What follows belongs to an exercise in optimizing a design on an open flow for small area; a production flow would make more cautious choices. The RTL was checked by simulation tests, not by an equivalence proof against the original design.

Design aes256_key_expand, start of the top module:
module aes256_key_expand (
  input  logic         clk,
  input  logic         reset,
  input  logic         start,
  input  logic [255:0] key_in,
  output logic         busy,
  output logic         rk_valid,
  input  logic         rk_ready,
  output logic [3:0]   rk_round,
  output logic [31:0]  k0_out,
  output logic [31:0]  k1_out,
  output logic [31:0]  k2_out,
  output logic [31:0]  k3_out,
  output logic         done
);
  aes_key_expand #(.NK(8)) u_core (
    .clk      (clk),
    .reset    (reset),
    .start    (start),
    .key_in   (key_in),
    .busy     (busy),
    .rk_valid (rk_valid),
    .rk_ready (rk_ready),
    .rk_round (rk_round),
    .k0_out   (k0_out),
    .k1_out   (k1_out),
    .k2_out   (k2_out),
    .k3_out   (k3_out),
    .done     (done)
  );
endmodule
Size: ~1,100 cells after synthesis, ~270 flip-flops, about 400 I/O pins, roughly 11,000 um2 of cells after synthesis.
clock: 10.0 ns
lec_check: 0
cap_margin: 0
core_margin: 2
core_utilization: 40
place_density: 0.65
slew_margin: 0
synth_keep_modules: aes_win_bit aes_subword aes_sub_sel aes_new_bit
buffer_ports_args: -buffer_cell sky130_fd_sc_hd__buf_1
cts_args: -sink_clustering_enable -repair_clock_nets -dont_use_dummy_load -sink_clustering_size 10 -sink_clustering_max_diameter 60 -buf_list {sky130_fd_sc_hd__clkbuf_4}
standard.sh (not shown) runs the stock make flow with config.mk's settings and CLKGATE_MAP_FILE= SYNTH_SCRIPT=/design/flow/synth_recipe.tcl, a recipe that flattens the netlist after the stock synthesis.
==> flow/flow/run.sh <==
#!/bin/bash
# Own flow: the standard ORFS layout (standard.sh) with
#  - the standard synthesis script, with ABC mapping done per module with
#    an area-oriented script (flow/area.abc) instead of ORFS's delay-oriented
#    one: the S-box (aes_subword) and the small per-bit modules (aes_win_bit,
#    aes_sub_sel, aes_new_bit) are kept as modules through mapping and
#    flattened afterwards as usual; the registers and their names are
#    untouched,
#  - no adder extraction (ADDER_MAP_FILE empty), so ABC maps XOR logic itself,
#  - buf_1 port buffers instead of ORFS's default port buffer,
#  - a clock tree of small leaf clusters without dummy loads.
# Every tool's output goes to a log file in this folder.
set -euo pipefail
W=$(pwd)
{
  head -n 1 synth_recipe.tcl
  cat <<EOS
proc abc {args} {
  set i [lsearch -exact \$args -script]
  set a_area [lreplace \$args [expr {\$i+1}] [expr {\$i+1}] $W/flow/area.abc]
  yosys abc {*}\$a_area aes_win_bit
  yosys abc {*}\$a_area aes_subword
  yosys abc {*}\$a_area aes_sub_sel
  yosys abc {*}\$a_area aes_new_bit
  yosys abc {*}\$a_area aes256_key_expand
}
EOS
  tail -n +2 synth_recipe.tcl
} > synth_area.tcl
cat >> config.mk <<'EOC'
export SYNTH_KEEP_MODULES = aes_win_bit aes_subword aes_sub_sel aes_new_bit
export ADDER_MAP_FILE =
export BUFFER_PORTS_ARGS = -buffer_cell sky130_fd_sc_hd__buf_1
export CTS_ARGS = -sink_clustering_enable -repair_clock_nets -dont_use_dummy_load -sink_clustering_size 10 -sink_clustering_max_diameter 60 -buf_list {sky130_fd_sc_hd__clkbuf_4}
EOC
bash standard.sh SYNTH_SCRIPT=$W/synth_area.tcl finish > standard_flow.log 2>&1
==> flow/flow/area.abc <==
strash
&get -n
&st
&dch
&nf -a -R 1000
&put
topo
The baseline finished clean.
Rerun with:
Settings changed: CORE_UTILIZATION 40 to 50, PLACE_DENSITY 0.65 to 0.75.
Synthesized area stays the same.
Sequential share of layout area came out higher by 0.35 points.
Routed wire length came out lower by 3.5%.
Final cell count came out lower by 3.5%.
Rerun with:
Settings changed: CORE_UTILIZATION 50 to 30, PLACE_DENSITY 0.75 to 0.55.
=>
- setup slack got worse by 0.28 ns
- wire length went up by a little under a tenth
- non-clock buffer count rose by 1
- cell area climbs by a few percent

========
MS:
aes256_key_expand, a different RTL version from the one above (not shown whole).
For scale: about 270 flip-flops, about 400 I/O pins, roughly 11000 um^2 of cells after synthesis.
==> flow/config.mk <==
export PLATFORM = sky130hd
export DESIGN_NAME = aes256_key_expand
export DESIGN_NICKNAME = aes256_key_expand
export VERILOG_FILES = /design/flow/design.v
export SDC_FILE = /design/flow/constraint.sdc
export NUM_CORES = 4
export LEC_CHECK = 0
export CAP_MARGIN = 20
export CORE_MARGIN = 2
export CORE_UTILIZATION = 25
export PLACE_DENSITY = 0.5
export SLEW_MARGIN = 20
export SYNTH_KEEP_MODULES = aes_win_hi aes_win_lo aes_subword
export BUFFER_PORTS_ARGS = -buffer_cell sky130_fd_sc_hd__buf_1
export CTS_ARGS = -sink_clustering_enable -repair_clock_nets -dont_use_dummy_load -sink_clustering_size 12 -sink_clustering_max_diameter 40 -buf_list {sky130_fd_sc_hd__clkbuf_4}
==> flow/constraint.sdc <==
create_clock -name core_clock -period 10.0 [get_ports {clk}]
set_input_delay 2.0000 -clock core_clock [delete_from_list [all_inputs] [get_ports {clk}]]
set_output_delay 2.0000 -clock core_clock [all_outputs]
set_load 0.01 [all_outputs]
==> flow/flow/run.sh <==
#!/bin/bash
# Own flow: the standard ORFS layout (standard.sh) with
#  - the standard synthesis script, with ABC mapping done per module with
#    area-oriented scripts instead of ORFS's delay-oriented one: the window
#    bit-select modules (aes_win_hi, aes_win_lo) and the S-box
#    (aes_subword) are kept as modules through mapping and flattened
#    afterwards as usual; the registers and their names are untouched,
#  - buf_1 port buffers instead of ORFS's default port buffer,
#  - a clock tree of small leaf clusters without dummy loads.
# Every tool's output goes to a log file in this folder.
set -euo pipefail
W=$(pwd)
{
  head -n 1 synth_recipe.tcl
  cat <<EOS
proc abc {args} {
  set i [lsearch -exact \$args -script]
  set a_area [lreplace \$args [expr {\$i+1}] [expr {\$i+1}] $W/flow/area.abc]
  set a_amap [lreplace \$args [expr {\$i+1}] [expr {\$i+1}] $W/flow/amap.abc]
  yosys abc {*}\$a_amap aes_win_hi
  yosys abc {*}\$a_area aes_win_lo
  yosys abc {*}\$a_area aes_subword
  yosys abc {*}\$a_area aes256_key_expand
}
EOS
  tail -n +2 synth_recipe.tcl
} > synth_area.tcl
cat >> config.mk <<'EOC'
export SYNTH_KEEP_MODULES = aes_win_hi aes_win_lo aes_subword
export BUFFER_PORTS_ARGS = -buffer_cell sky130_fd_sc_hd__buf_1
export CTS_ARGS = -sink_clustering_enable -repair_clock_nets -dont_use_dummy_load -sink_clustering_size 12 -sink_clustering_max_diameter 40 -buf_list {sky130_fd_sc_hd__clkbuf_4}
EOC
bash standard.sh SYNTH_SCRIPT=$W/synth_area.tcl finish > standard_flow.log 2>&1
==> flow/flow/amap.abc <==
strash
amap
topo
Scripts as last shown in full above: flow/flow/area.abc
> inputs changed (MS -> PW)
Settings: PLACE_DENSITY now 0.65, was 0.5; CORE_UTILIZATION now 40, was 25; CTS_ARGS now -sink_clustering_enable -repair_clock_nets -dont_use_dummy_load -sink_clustering_size 10 -sink_clustering_max_diameter 40 -buf_list {sky130_fd_sc_hd__clkbuf_4}, was -sink_clustering_enable -repair_clock_nets -dont_use_dummy_load -sink_clustering_size 12 -sink_clustering_max_diameter 40 -buf_list {sky130_fd_sc_hd__clkbuf_4}; SLEW_MARGIN now 0, was 20; CAP_MARGIN now 0, was 20.
--- a/flow/flow/run.sh
+++ b/flow/flow/run.sh
@@ -29,5 +29,5 @@
 export SYNTH_KEEP_MODULES = aes_win_hi aes_win_lo aes_subword
 export BUFFER_PORTS_ARGS = -buffer_cell sky130_fd_sc_hd__buf_1
-export CTS_ARGS = -sink_clustering_enable -repair_clock_nets -dont_use_dummy_load -sink_clustering_size 12 -sink_clustering_max_diameter 40 -buf_list {sky130_fd_sc_hd__clkbuf_4}
+export CTS_ARGS = -sink_clustering_enable -repair_clock_nets -dont_use_dummy_load -sink_clustering_size 10 -sink_clustering_max_diameter 40 -buf_list {sky130_fd_sc_hd__clkbuf_4}
 EOC
 bash standard.sh SYNTH_SCRIPT=$W/synth_area.tcl finish > standard_flow.log 2>&1
- Per the comparison of PW with MS, share of cell area taken by flip-flops and latches now larger, final wirelength now smaller, portion of the clock cycle consumed by the worst path in the final layout comparable.
- In summary, PW completed successfully, with a layout that passed the timing, DRC and antenna checks.
- Going from MS to PW, all-layer global routing usage climbed 5.3 points, storage element area stayed essentially flat.

========
## build 46
aes256_key_expand, a different RTL version from the one above (not shown whole).
For scale: ~1200 cells after synthesis, ~270 flip-flops, about 400 I/O pins.
clock: 10.0 ns
lec_check: 0
cap_margin: 20
core_margin: 2
core_utilization: 25
place_density: 0.5
slew_margin: 20
buffer_ports_args: -buffer_cell sky130_fd_sc_hd__buf_1
cts_args: -sink_clustering_enable -repair_clock_nets -dont_use_dummy_load -sink_clustering_size 16 -sink_clustering_max_diameter 60 -buf_list {sky130_fd_sc_hd__clkbuf_8}
==> flow/flow/run.sh <==
#!/bin/bash
# Own flow: the standard ORFS layout (standard.sh) with
#  - the standard synthesis script, but ABC mapping with an area-oriented
#    script (flow/area.abc) instead of ORFS's delay-oriented one; the
#    registers and their names are untouched,
#  - buf_1 port buffers instead of ORFS's default port buffer,
#  - a clock tree of clkbuf_8 leaf clusters without dummy loads.
# Every tool's output goes to a log file in this folder.
set -euo pipefail
W=$(pwd)
{
  head -n 1 synth_recipe.tcl
  cat <<EOS
proc abc {args} {
  set i [lsearch -exact \$args -script]
  if {\$i >= 0} { set args [lreplace \$args [expr {\$i+1}] [expr {\$i+1}] $W/flow/area.abc] }
  yosys abc {*}\$args
}
EOS
  tail -n +2 synth_recipe.tcl
} > synth_area.tcl
cat >> config.mk <<'EOC'
export BUFFER_PORTS_ARGS = -buffer_cell sky130_fd_sc_hd__buf_1
export CTS_ARGS = -sink_clustering_enable -repair_clock_nets -dont_use_dummy_load -sink_clustering_size 16 -sink_clustering_max_diameter 60 -buf_list {sky130_fd_sc_hd__clkbuf_8}
EOC
bash standard.sh SYNTH_SCRIPT=$W/synth_area.tcl finish > standard_flow.log 2>&1
==> flow/flow/area.abc <==
strash
dch
map -a
strash
dch
map -a
topo
Input-level comparison between build 64 and build 46:
Settings: CTS_ARGS changed from -sink_clustering_enable -repair_clock_nets -dont_use_dummy_load -sink_clustering_size 16 -sink_clustering_max_diameter 60 -buf_list {sky130_fd_sc_hd__clkbuf_8} to -sink_clustering_enable -repair_clock_nets -dont_use_dummy_load -sink_clustering_size 10 -sink_clustering_max_diameter 50 -buf_list {sky130_fd_sc_hd__clkbuf_4}.
--- a/flow/flow/run.sh
+++ b/flow/flow/run.sh
@@ -23,3 +23,3 @@
 export BUFFER_PORTS_ARGS = -buffer_cell sky130_fd_sc_hd__buf_1
-export CTS_ARGS = -sink_clustering_enable -repair_clock_nets -dont_use_dummy_load -sink_clustering_size 16 -sink_clustering_max_diameter 60 -buf_list {sky130_fd_sc_hd__clkbuf_8}
+export CTS_ARGS = -sink_clustering_enable -repair_clock_nets -dont_use_dummy_load -sink_clustering_size 10 -sink_clustering_max_diameter 50 -buf_list {sky130_fd_sc_hd__clkbuf_4}
 EOC
==> comparison <==
Build 64 against build 46: multi-input gate share of the layout cell area increased by 0.34 points relative to the old numbers. Build 64 against build 46: die outline width level; final core area utilization lost 0.28 points.
Edits applied to the flow inputs when going from build 64 to build 25:
Settings: CTS_ARGS changed from -sink_clustering_enable -repair_clock_nets -dont_use_dummy_load -sink_clustering_size 10 -sink_clustering_max_diameter 50 -buf_list {sky130_fd_sc_hd__clkbuf_4} to -sink_clustering_enable -repair_clock_nets -dont_use_dummy_load -sink_clustering_size 16 -sink_clustering_max_diameter 60 -buf_list {sky130_fd_sc_hd__clkbuf_8}.
==> flow/flow/run.sh <==
#!/bin/bash
# Own flow: the standard ORFS layout with smaller port buffers and a
# lighter clock tree. Every tool's output goes to a log file in this folder.
set -euo pipefail
cat >> config.mk <<'EOC'
export BUFFER_PORTS_ARGS = -buffer_cell sky130_fd_sc_hd__buf_1
export CTS_ARGS = -sink_clustering_enable -repair_clock_nets -dont_use_dummy_load -sink_clustering_size 16 -sink_clustering_max_diameter 60 -buf_list {sky130_fd_sc_hd__clkbuf_8}
EOC
bash standard.sh finish > standard_flow.log 2>&1
removed: flow/flow/area.abc
Results
Build 25 reached the final stage; the timing, DRC and antenna checks on its layout passed. Per the comparison of build 25 with build 64, number of inserted diodes now larger, fraction of area in registers now smaller, initial antenna violation count now larger.
Edits applied to the flow inputs when going from build 25 to build 55:
Settings: PLACE_DENSITY changed from 0.5 to 0.7; CORE_UTILIZATION changed from 25 to 50; CTS_ARGS changed from -sink_clustering_enable -repair_clock_nets -dont_use_dummy_load -sink_clustering_size 16 -sink_clustering_max_diameter 60 -buf_list {sky130_fd_sc_hd__clkbuf_8} to -sink_clustering_enable -repair_clock_nets -dont_use_dummy_load -sink_clustering_size 20 -sink_clustering_max_diameter 50 -buf_list {sky130_fd_sc_hd__clkbuf_8}.
--- a/flow/flow/run.sh
+++ b/flow/flow/run.sh
@@ -6,3 +6,3 @@
 export BUFFER_PORTS_ARGS = -buffer_cell sky130_fd_sc_hd__buf_1
-export CTS_ARGS = -sink_clustering_enable -repair_clock_nets -dont_use_dummy_load -sink_clustering_size 16 -sink_clustering_max_diameter 60 -buf_list {sky130_fd_sc_hd__clkbuf_8}
+export CTS_ARGS = -sink_clustering_enable -repair_clock_nets -dont_use_dummy_load -sink_clustering_size 20 -sink_clustering_max_diameter 50 -buf_list {sky130_fd_sc_hd__clkbuf_8}
 EOC
Findings:
Worst hold slack was lower in build 55 than in build 25. Clock transition at the registers of the reported paths, build 55 and build 25, lower one = build 25. Arrival time reported for the critical path endpoint on build 55 is down relative to build 25. Clock period minus final worst setup slack, build 55 and build 25, lower one = build 55. The capturing instance or port of the critical path comes out u_core.r_lo[6] in one run and u_core.r_lo[4] in the other, namely in build 55 and build 25 respectively. Comparing build 55 and build 25, the lower aggregate global-route resource usage is on build 25.

========
Setup of tundra:
aes256_key_expand, a different RTL version from the one above (not shown whole).
Size: ~1100 cells after synthesis, ~400 I/O pins, roughly 11000 um^2 of cells after synthesis.
Settings: LEC_CHECK=0, CAP_MARGIN=0, CORE_MARGIN=2, CORE_UTILIZATION=40, PLACE_DENSITY=0.65, SLEW_MARGIN=0, SYNTH_KEEP_MODULES=aes_win_bit aes_subword, BUFFER_PORTS_ARGS=-buffer_cell sky130_fd_sc_hd__buf_1, CTS_ARGS=-sink_clustering_enable -repair_clock_nets -dont_use_dummy_load -sink_clustering_size 10 -sink_clustering_max_diameter 60 -buf_list {sky130_fd_sc_hd__clkbuf_4}; clock period 10.0 ns.
==> flow/flow/run.sh <==
#!/bin/bash
# Own flow: the standard ORFS layout (standard.sh) with
#  - the standard synthesis script, with ABC mapping done per module with
#    an area-oriented script (flow/area.abc) instead of ORFS's delay-oriented
#    one: the window bit-select module (aes_win_bit) and the S-box
#    (aes_subword) are kept as modules through mapping and flattened
#    afterwards as usual; the registers and their names are untouched,
#  - no adder extraction (ADDER_MAP_FILE empty), so ABC maps XOR logic itself,
#  - buf_1 port buffers instead of ORFS's default port buffer,
#  - a clock tree of small leaf clusters without dummy loads.
# Every tool's output goes to a log file in this folder.
set -euo pipefail
W=$(pwd)
{
  head -n 1 synth_recipe.tcl
  cat <<EOS
proc abc {args} {
  set i [lsearch -exact \$args -script]
  set a_area [lreplace \$args [expr {\$i+1}] [expr {\$i+1}] $W/flow/area.abc]
  yosys abc {*}\$a_area aes_win_bit
  yosys abc {*}\$a_area aes_subword
  yosys abc {*}\$a_area aes256_key_expand
}
EOS
  tail -n +2 synth_recipe.tcl
} > synth_area.tcl
cat >> config.mk <<'EOC'
export SYNTH_KEEP_MODULES = aes_win_bit aes_subword
export ADDER_MAP_FILE =
export BUFFER_PORTS_ARGS = -buffer_cell sky130_fd_sc_hd__buf_1
export CTS_ARGS = -sink_clustering_enable -repair_clock_nets -dont_use_dummy_load -sink_clustering_size 10 -sink_clustering_max_diameter 60 -buf_list {sky130_fd_sc_hd__clkbuf_4}
EOC
bash standard.sh SYNTH_SCRIPT=$W/synth_area.tcl finish > standard_flow.log 2>&1
==> flow/flow/area.abc <==
strash
&get -n
&st
&dch
&nf -a -R 1000
&put
topo
tundra: PASS, flow complete, no timing, DRC or antenna violations
--- input diff tundra..yarrow ---
- CTS_ARGS now -sink_clustering_enable -dont_use_dummy_load -sink_clustering_size 10 -sink_clustering_max_diameter 40 -buf_list {sky130_fd_sc_hd__clkbuf_4}, was -sink_clustering_enable -repair_clock_nets -dont_use_dummy_load -sink_clustering_size 10 -sink_clustering_max_diameter 60 -buf_list {sky130_fd_sc_hd__clkbuf_4}
--- a/flow/flow/run.sh
+++ b/flow/flow/run.sh
@@ -30,3 +30,3 @@
 export BUFFER_PORTS_ARGS = -buffer_cell sky130_fd_sc_hd__buf_1
-export CTS_ARGS = -sink_clustering_enable -repair_clock_nets -dont_use_dummy_load -sink_clustering_size 10 -sink_clustering_max_diameter 60 -buf_list {sky130_fd_sc_hd__clkbuf_4}
+export CTS_ARGS = -sink_clustering_enable -dont_use_dummy_load -sink_clustering_size 10 -sink_clustering_max_diameter 40 -buf_list {sky130_fd_sc_hd__clkbuf_4}
 EOC
Notes after the runs:
Diff tundra -> yarrow: via count of the first global-routing pass up 44; final core area utilization up 0.23 points; via count up 49; total global-route track usage flat; standard cell area after detailed placement flat.
[inputs] sierra vs yarrow
- swapping -sink_clustering_enable -dont_use_dummy_load -sink_clustering_size 10 -sink_clustering_max_diameter 40 -buf_list {sky130_fd_sc_hd__clkbuf_4} for -sink_clustering_enable -repair_clock_nets -dont_use_dummy_load -sink_clustering_size 11 -sink_clustering_max_diameter 80 -buf_list {sky130_fd_sc_hd__clkbuf_4} in CTS_ARGS
--- a/flow/flow/run.sh
+++ b/flow/flow/run.sh
@@ -30,3 +30,3 @@
 export BUFFER_PORTS_ARGS = -buffer_cell sky130_fd_sc_hd__buf_1
-export CTS_ARGS = -sink_clustering_enable -dont_use_dummy_load -sink_clustering_size 10 -sink_clustering_max_diameter 40 -buf_list {sky130_fd_sc_hd__clkbuf_4}
+export CTS_ARGS = -sink_clustering_enable -repair_clock_nets -dont_use_dummy_load -sink_clustering_size 11 -sink_clustering_max_diameter 80 -buf_list {sky130_fd_sc_hd__clkbuf_4}
 EOC
Results
- [compare] base=yarrow new=sierra: worst setup slack lower, routed wire length per instance climbed about 0.8%.
- Per the comparison of sierra with yarrow, core utilization decreased by 0.33 points relative to the old numbers; area overhead of the layout relative to synthesis decreased by 0.80 points relative to the old numbers.
- Diff yarrow -> sierra: total routing resource utilization after global routing closely matched the old numbers, worst setup skew after layout decreased by 5.4 ps relative to the old numbers.
> inputs changed (sierra -> onyx)
- CTS_ARGS: -sink_clustering_enable -repair_clock_nets -dont_use_dummy_load -sink_clustering_size 11 -sink_clustering_max_diameter 80 -buf_list {sky130_fd_sc_hd__clkbuf_4} -> -sink_clustering_enable -repair_clock_nets -dont_use_dummy_load -sink_clustering_size 12 -sink_clustering_max_diameter 40 -buf_list {sky130_fd_sc_hd__clkbuf_4}
--- a/flow/flow/run.sh
+++ b/flow/flow/run.sh
@@ -30,3 +30,3 @@
 export BUFFER_PORTS_ARGS = -buffer_cell sky130_fd_sc_hd__buf_1
-export CTS_ARGS = -sink_clustering_enable -repair_clock_nets -dont_use_dummy_load -sink_clustering_size 11 -sink_clustering_max_diameter 80 -buf_list {sky130_fd_sc_hd__clkbuf_4}
+export CTS_ARGS = -sink_clustering_enable -repair_clock_nets -dont_use_dummy_load -sink_clustering_size 12 -sink_clustering_max_diameter 40 -buf_list {sky130_fd_sc_hd__clkbuf_4}
 EOC
## What came out
[onyx] routed length on met1 fell about 0.8% relative to sierra. onyx vs. sierra: number of remaining DRC errors ~0 delta, post-route cell area +about 0.6%. As far as clock sink count goes, sierra and onyx are indistinguishable; the numbers are identical. In the flow results for sierra and onyx, the routed length per instance is smaller on onyx. In the final design statistics, onyx uses more standard cells in total than sierra.

==> re-timing with driven ports <==
Ports are ideal in the flow. The routed layouts listed here were re-timed in OpenROAD. Step 1: set_driving_cell puts a clkbuf_16 on clk and a buf_2 on each other input, an assumption about the parent block. Step 2 also shifts input and output timing later by t, the mid clock arrival at the registers, as if the neighbouring blocks saw the same clock. Slacks: ideal / step 1 / step 2; pairs: ideal / step 1.
run	t, ns	setup slack, ns	clock arrival spread, ns
the first run of note 1	0.720	2.803 / 2.803 / 2.803	0.053 / 0.053
the second run of note 1	0.694	2.906 / 2.906 / 2.906	0.111 / 0.111
the third run of note 1	0.654	2.622 / 2.622 / 2.622	0.056 / 0.056
MS	0.752	2.858 / 2.858 / 2.858	0.112 / 0.111
PW	0.641	2.868 / 2.868 / 2.868	0.071 / 0.070
build 46	0.643	2.134 / 2.134 / 2.134	0.104 / 0.104
build 64	0.745	2.145 / 2.145 / 2.145	0.089 / 0.090
build 25	0.632	3.056 / 3.056 / 3.056	0.076 / 0.076
build 55	0.593	3.132 / 3.132 / 3.132	0.101 / 0.100
tundra	0.726	2.879 / 2.879 / 2.879	0.136 / 0.135
yarrow	0.666	2.885 / 2.885 / 2.885	0.090 / 0.090
sierra	0.707	2.866 / 2.866 / 2.866	0.100 / 0.101
onyx	0.671	2.895 / 2.895 / 2.895	0.104 / 0.104
After both steps every run listed still meets setup and hold.
